Source: an optimization exercise on an open RTL-to-GDS flow (aim: small area and few clock cycles per item). Production flows keep margins and buffers that such runs may drop. Only simulation tests tie the RTL to the original design; equivalence was not proved.

==> inputs of try-maple <==
## fp_mul_pipe
module fp_mul_pipe #(
  parameter int EXP_W = 8,
  parameter int MAN_W = 23,
  parameter int TAG_W = 4
) (
  input  logic                           clk,
  input  logic                           rst_n,
  input  logic                           in_valid,
  output logic                           in_ready,
  input  logic [EXP_W+MAN_W:0]           in_a,
  input  logic [EXP_W+MAN_W:0]           in_b,
  input  logic [TAG_W-1:0]               in_tag,
  output logic                           out_valid,
  input  logic                           out_ready,
  output logic [EXP_W+MAN_W:0]           out_y,
  output logic [TAG_W-1:0]               out_tag,
  output logic [3:0]                     out_flags
);
export LEC_CHECK = 0
export ABC_AREA = 1
export CAP_MARGIN = 20
export CORE_MARGIN = 2
export CORE_UTILIZATION = 40
export PLACE_DENSITY = 0.8
export SLEW_MARGIN = 20
export SYNTH_HIERARCHICAL = 1
create_clock -name core_clock -period 7.5 [get_ports {clk}]
standard.sh (not shown) runs the stock make flow with config.mk's settings and CLKGATE_MAP_FILE= SYNTH_SCRIPT=/design/flow/synth_recipe.tcl, a recipe that flattens the netlist after the stock synthesis.
==> flow/flow/run.sh <==
#!/bin/bash
# Own flow: the standard layout (standard.sh) with three changes:
# - after the standard synthesis (run unchanged), the combinational cells of
#   its netlist are mapped again by ABC (flow/remap.ys.in, flow/remap.abc);
#   the flip-flops (same names and cell types) and the full/half adder cells
#   are kept exactly as the standard synthesis made them;
# - the input and output ports are buffered with the smallest buffer cell
#   (sky130_fd_sc_hd__buf_1) instead of the cell buffer_ports picks by
#   default; repair may still resize them where timing or slew needs it.
# Each tool's output goes to a log file of its own in this folder.
set -euo pipefail
export BUFFER_PORTS_ARGS="-buffer_cell sky130_fd_sc_hd__buf_1"
R="$PWD/orfs/results/sky130hd/fp_mul_pipe/base"
LIB="$FLOW_HOME/platforms/sky130hd/lib/sky130_fd_sc_hd__tt_025C_1v80.lib"
bash standard.sh synth > standard_synth.log 2>&1
cp "$R/1_2_yosys.v" "$PWD/standard_netlist.v"
sed -e "s#@LIB@#$LIB#g" -e "s#@NETLIST@#$PWD/standard_netlist.v#" \
    -e "s#@OUT@#$PWD/remapped_netlist.v#" flow/remap.ys.in > remap.ys
"${YOSYS_EXE:-$FLOW_HOME/../tools/install/yosys/bin/yosys}" -q -l remap.log remap.ys > remap_stdout.log 2>&1
cp "$PWD/remapped_netlist.v" "$R/1_2_yosys.v"
touch "$R/1_2_yosys.v"
bash standard.sh finish > standard_flow.log 2>&1
==> flow/flow/remap.abc <==
strash
dch
map -B 0.9
topo
stime -c
buffer -c
upsize -c
dnsize -c
strash
dch
map -B 0.9
topo
stime -c
buffer -c
upsize -c
dnsize -c
==> flow/flow/remap.ys.in <==
# Re-map the combinational logic of the standard synthesis netlist with ABC.
# Flip-flops and the full/half adder cells are kept as they are (black boxes);
# every other cell is read back as its liberty function and mapped again.
read_liberty -ignore_miss_func @LIB@
read_verilog @NETLIST@
hierarchy -top fp_mul_pipe
setattr -mod -set blackbox 1 sky130_fd_sc_hd__fa_1 sky130_fd_sc_hd__ha_1 sky130_fd_sc_hd__edfxtp_1 sky130_fd_sc_hd__dfrtp_1 sky130_fd_sc_hd__dfxtp_1 sky130_fd_sc_hd__conb_1
flatten
hierarchy -top fp_mul_pipe
opt_clean -purge
abc -liberty @LIB@ -dont_use sky130_fd_sc_hd__fill_1 -dont_use sky130_fd_sc_hd__fill_2 -dont_use sky130_fd_sc_hd__fill_4 -dont_use sky130_fd_sc_hd__fill_8 -dont_use sky130_fd_sc_hd__lpflow_bleeder_1 -dont_use sky130_fd_sc_hd__lpflow_clkbufkapwr_1 -dont_use sky130_fd_sc_hd__lpflow_clkbufkapwr_16 -dont_use sky130_fd_sc_hd__lpflow_clkbufkapwr_2 -dont_use sky130_fd_sc_hd__lpflow_clkbufkapwr_4 -dont_use sky130_fd_sc_hd__lpflow_clkbufkapwr_8 -dont_use sky130_fd_sc_hd__lpflow_clkinvkapwr_1 -dont_use sky130_fd_sc_hd__lpflow_clkinvkapwr_16 -dont_use sky130_fd_sc_hd__lpflow_clkinvkapwr_2 -dont_use sky130_fd_sc_hd__lpflow_clkinvkapwr_4 -dont_use sky130_fd_sc_hd__lpflow_clkinvkapwr_8 -dont_use sky130_fd_sc_hd__lpflow_decapkapwr_12 -dont_use sky130_fd_sc_hd__lpflow_decapkapwr_3 -dont_use sky130_fd_sc_hd__lpflow_decapkapwr_4 -dont_use sky130_fd_sc_hd__lpflow_decapkapwr_6 -dont_use sky130_fd_sc_hd__lpflow_decapkapwr_8 -dont_use sky130_fd_sc_hd__lpflow_inputiso0n_1 -dont_use sky130_fd_sc_hd__lpflow_inputiso0p_1 -dont_use sky130_fd_sc_hd__lpflow_inputiso1n_1 -dont_use sky130_fd_sc_hd__lpflow_inputiso1p_1 -dont_use sky130_fd_sc_hd__lpflow_inputisolatch_1 -dont_use sky130_fd_sc_hd__lpflow_isobufsrc_1 -dont_use sky130_fd_sc_hd__lpflow_isobufsrc_16 -dont_use sky130_fd_sc_hd__lpflow_isobufsrc_2 -dont_use sky130_fd_sc_hd__lpflow_isobufsrc_4 -dont_use sky130_fd_sc_hd__lpflow_isobufsrc_8 -dont_use sky130_fd_sc_hd__lpflow_isobufsrckapwr_16 -dont_use sky130_fd_sc_hd__lpflow_lsbuf_lh_hl_isowell_tap_1 -dont_use sky130_fd_sc_hd__lpflow_lsbuf_lh_hl_isowell_tap_2 -dont_use sky130_fd_sc_hd__lpflow_lsbuf_lh_hl_isowell_tap_4 -dont_use sky130_fd_sc_hd__lpflow_lsbuf_lh_isowell_4 -dont_use sky130_fd_sc_hd__lpflow_lsbuf_lh_isowell_tap_1 -dont_use sky130_fd_sc_hd__lpflow_lsbuf_lh_isowell_tap_2 -dont_use sky130_fd_sc_hd__lpflow_lsbuf_lh_isowell_tap_4 -dont_use sky130_fd_sc_hd__probe_p_8 -dont_use sky130_fd_sc_hd__probec_p_8  -script flow/remap.abc -D 7500
opt_clean -purge
hilomap -singleton -hicell sky130_fd_sc_hd__conb_1 HI -locell sky130_fd_sc_hd__conb_1 LO
splitnets
opt_clean -purge
insbuf -buf sky130_fd_sc_hd__buf_4 A X
stat -liberty @LIB@
write_verilog -noattr -nohex -nodec @OUT@
==> try-raven (differences from try-maple) <==
--- a/flow/design.v
+++ b/flow/design.v
@@ -1306,21 +1306,14 @@
     assign c[47] = G_0_46;
     assign c[48] = G_0_47;
     assign s = p ^ c[47:0];
     assign co = c[48];
     assign lo = s;
     assign lo_c = co;
   end
-  logic [8:0] es_d;
-  logic [8:1] ec;
-  fp_mul_ha u_e0 (.a(ea[0]), .b(eb[0]), .s(es_d[0]), .co(ec[1]));
-  for (genvar k = 1; k < 8; k++) begin : g_es
-    fp_mul_fa u_e (.a(ea[k]), .b(eb[k]), .c(ec[k]), .s(es_d[k]), .co(ec[k+1]));
-  end
-  assign es_d[8] = ec[8];
   logic        v_q;
   logic        sgn_q, st_q, nv_q;
   logic [1:0]  kind_q;
   logic [8:0]  es_q;
   logic [47:22] lo_q;
   logic [TAG_W-1:0] tag_q;
   always_ff @(posedge clk or negedge rst_n) begin
@@ -1328,26 +1321,26 @@
     else if (adv) v_q <= in_valid;
   end
   always_ff @(posedge clk) begin
     if (adv) begin
       sgn_q  <= in_a[31] ^ in_b[31];
       kind_q <= kind_d;
       nv_q   <= nv_d;
-      es_q   <= es_d;
+      es_q   <= {1'b0, ea} + {1'b0, eb};
       lo_q   <= lo[47:22];
       st_q   <= |lo[21:0];
       tag_q  <= in_tag;
     end
   end
   logic [47:0] prod;
   assign prod[47:22] = lo_q;
   assign prod[21:0] = '0;
   logic        nsh, g, s, up, carry, ovf, unf;
   logic [22:0] man, man_i;
-  logic [9:0] e;
+  logic signed [9:0] e;
   assign nsh   = prod[47];
   assign man   = nsh ? prod[46:24] : prod[45:23];
   assign g     = nsh ? prod[23] : prod[22];
   assign s     = st_q | (nsh & prod[22]);
   assign up    = g & (man[0] | s);
   logic [22:0] ic;
   logic [4:0] bc;
@@ -1360,34 +1353,18 @@
     end
     if (k % 6 == 5 || k == 22) begin : g_blk
       assign bc[k / 6 + 1] = bc[k / 6] & (&man[k:k - (k % 6)]);
     end
   end
   assign man_i = man ^ ic;
   assign carry = bc[4];
-  logic [9:0] v, vc, pv;
-  assign v[0]  = ~(es_q[0] ^ nsh);
-  assign vc[1] = es_q[0] | nsh;
-  for (genvar k = 1; k < 7; k++) begin : g_v
-    assign v[k]    = es_q[k] ^ vc[k];
-    assign vc[k+1] = es_q[k] & vc[k];
-  end
-  assign v[7]  = ~(es_q[7] ^ vc[7]);
-  assign vc[8] = es_q[7] | vc[7];
-  assign v[8]  = ~(es_q[8] ^ vc[8]);
-  assign vc[9] = es_q[8] | vc[8];
-  assign v[9]  = ~vc[9];
-  assign pv[0] = 1'b1;
-  for (genvar k = 1; k < 10; k++) begin : g_pv
-    assign pv[k] = pv[k-1] & v[k-1];
-  end
-  assign e   = v ^ ({10{carry}} & pv);
-  assign ovf = (!v[9] & (v[8] | (&v[7:0])))
-             | (carry & !v[9] & !v[8] & (v[7:0] == 8'hfe));
-  assign unf = v[9] | (!carry & (v == 10'd0));
+  assign e     = $signed({1'b0, es_q}) - 10'sd127 + $signed({9'd0, nsh})
+               + $signed({9'd0, carry});
+  assign ovf   = (e >= 10'sd255);
+  assign unf   = (e <= 10'sd0);
   always_comb begin
     out_flags = '0;
     case (kind_q)
       2'd3: begin
         out_y = 32'h7fc00000;
         out_flags[3] = nv_q;
       end
==> flow/flow/run.sh (replaced) <==
#!/bin/bash
# Own flow: the standard layout (standard.sh, which runs the standard
# synthesis unchanged and ORFS from floorplan to finish), with two changes:
# - the input and output ports are buffered with the smallest buffer cell
#   (sky130_fd_sc_hd__buf_1) instead of the cell buffer_ports picks by
#   default; repair may still resize them where timing or slew needs it;
# - after global routing, ORFS's power recovery (repair_timing
#   -recover_power) downsizes gates on paths that have slack to spare.
set -euo pipefail
export BUFFER_PORTS_ARGS="-buffer_cell sky130_fd_sc_hd__buf_1"
export RECOVER_POWER=100
bash standard.sh finish > standard_flow.log 2>&1
--- a/flow/config.mk
+++ b/flow/config.mk
@@ -5,10 +5,9 @@
 export SDC_FILE = /design/flow/constraint.sdc
 export NUM_CORES = 4
 export LEC_CHECK = 0
 export ABC_AREA = 1
 export CAP_MARGIN = 20
 export CORE_MARGIN = 2
 export CORE_UTILIZATION = 40
-export PLACE_DENSITY = 0.8
 export SLEW_MARGIN = 20
 export SYNTH_HIERARCHICAL = 1
removed: flow/flow/remap.abc
removed: flow/flow/remap.ys.in
==> try-quartz (differences from try-maple) <==
==> flow/flow/remap.abc (replaced) <==
strash
dc2
dch -f
map -B 0.9
topo
stime -c
buffer -c
upsize -c
dnsize -c
==> impl_metrics.ini <==
[run_status]
outcome = no timing/DRC/antenna violations

[final_layout]
finalNonFillerCells = 2344
inv_count = 195

[grt]
grt_max_degree = 46

[timing]
fin_crit_ns = 7.23

[yosys]
mappedNetlistArea_um2 = 15700

[worst_hold_path]
min_path_cells = 3
hp-class = reg -> reg

[floorplanning]
start_util_pct = 40.6
die_width_um = 202

[drt]
wl_per_cell_um = 21.4

[clock_network]
postCtsSetupBuffers = 0
# the run above: try-maple

==> impl_metrics.ini <==
[run_status]
so_faults = setup timing
outcome = complete, but fails checks

[yosys]
mappedNetlistArea_um2 = 15500

[worst_hold_path]
hp-class = reg -> reg
min_path_cells = 3

[clock_network]
postCtsSetupBuffers = 14

[timing]
layout_setup_ws_ns = -0.185
setup_viol = 2

[final_layout]
inv_count = 208

[grt]
grt_max_degree = 47

[floorplanning]
start_util_pct = 40.4
# the run above: try-quartz

==> impl_metrics.ini <==
[drt]
highest_layer = met5
wl_per_cell_um = 21.6

[run_status]
so_faults = capacitance limit, slew limit
outcome = complete, but fails checks

[grt]
grt_max_degree = 46

[yosys]
synthArstFlopShare_pct = 2.22
mappedNetlistArea_um2 = 16100

[clock_network]
postCtsSetupBuffers = 0

[timing]
slew_violations = 46
fin_crit_ns = 7.11

[final_layout]
num_antenna_cells = 0
finalNonFillerCells = 2410
inv_count = 187

[floorplanning]
num_rows = 73
start_util_pct = 40.5

[critical_path]
crit_top_cell = nand2_1
cp-start-kind = input port

[flow_run]
cap_viol_max_count = 1
# the run above: try-raven

Testbench counts of try-maple, summed over its fixed seeds: cycles 24,008, items 24,000.
Testbench counts of try-raven, summed over its fixed seeds: cycles 24,008, items 24,000.
Testbench counts of try-quartz, summed over its fixed seeds: cycles 24,008, items 24,000.

==> afterwards: timing with drivers on the ports <==
In the flow no input, the clock included, has a driving cell. The finished layouts below were timed again as built, in two steps. Step 1, drivers: a clkbuf_16 drives clk and a buf_2 each remaining input, both assumed. Step 2 adds t to the input delays and takes it off the output delays; t is the mean of the earliest and latest rising clock arrival at the registers after step 1. Input paths then give back, and output paths get back, about the clock's delay inside the block. a / b / c = ideal / step 1 / step 2; a / b = the first two.
run	t (ns)	slack for setup (ns)	hold WS [ns]	worst register clock-pin slew, ns	cell pins on the clock port's net
try-maple	0.321	0.267 / 0.251 / -0.069	0.891 / 0.891 / 0.891	0.06 / 0.06	1
try-raven	0.330	0.395 / 0.407 / 0.077	0.957 / 0.949 / 1.279	0.07 / 0.07	1
try-quartz	0.321	-0.185 / -0.203 / -0.523	0.866 / 0.866 / 0.866	0.07 / 0.07	1
Met with ideal ports but missed after step 2: setup timing in try-maple. The setup slack of try-quartz, which loses most, moves by -0.018 ns with the drivers and by -0.338 ns with both steps.
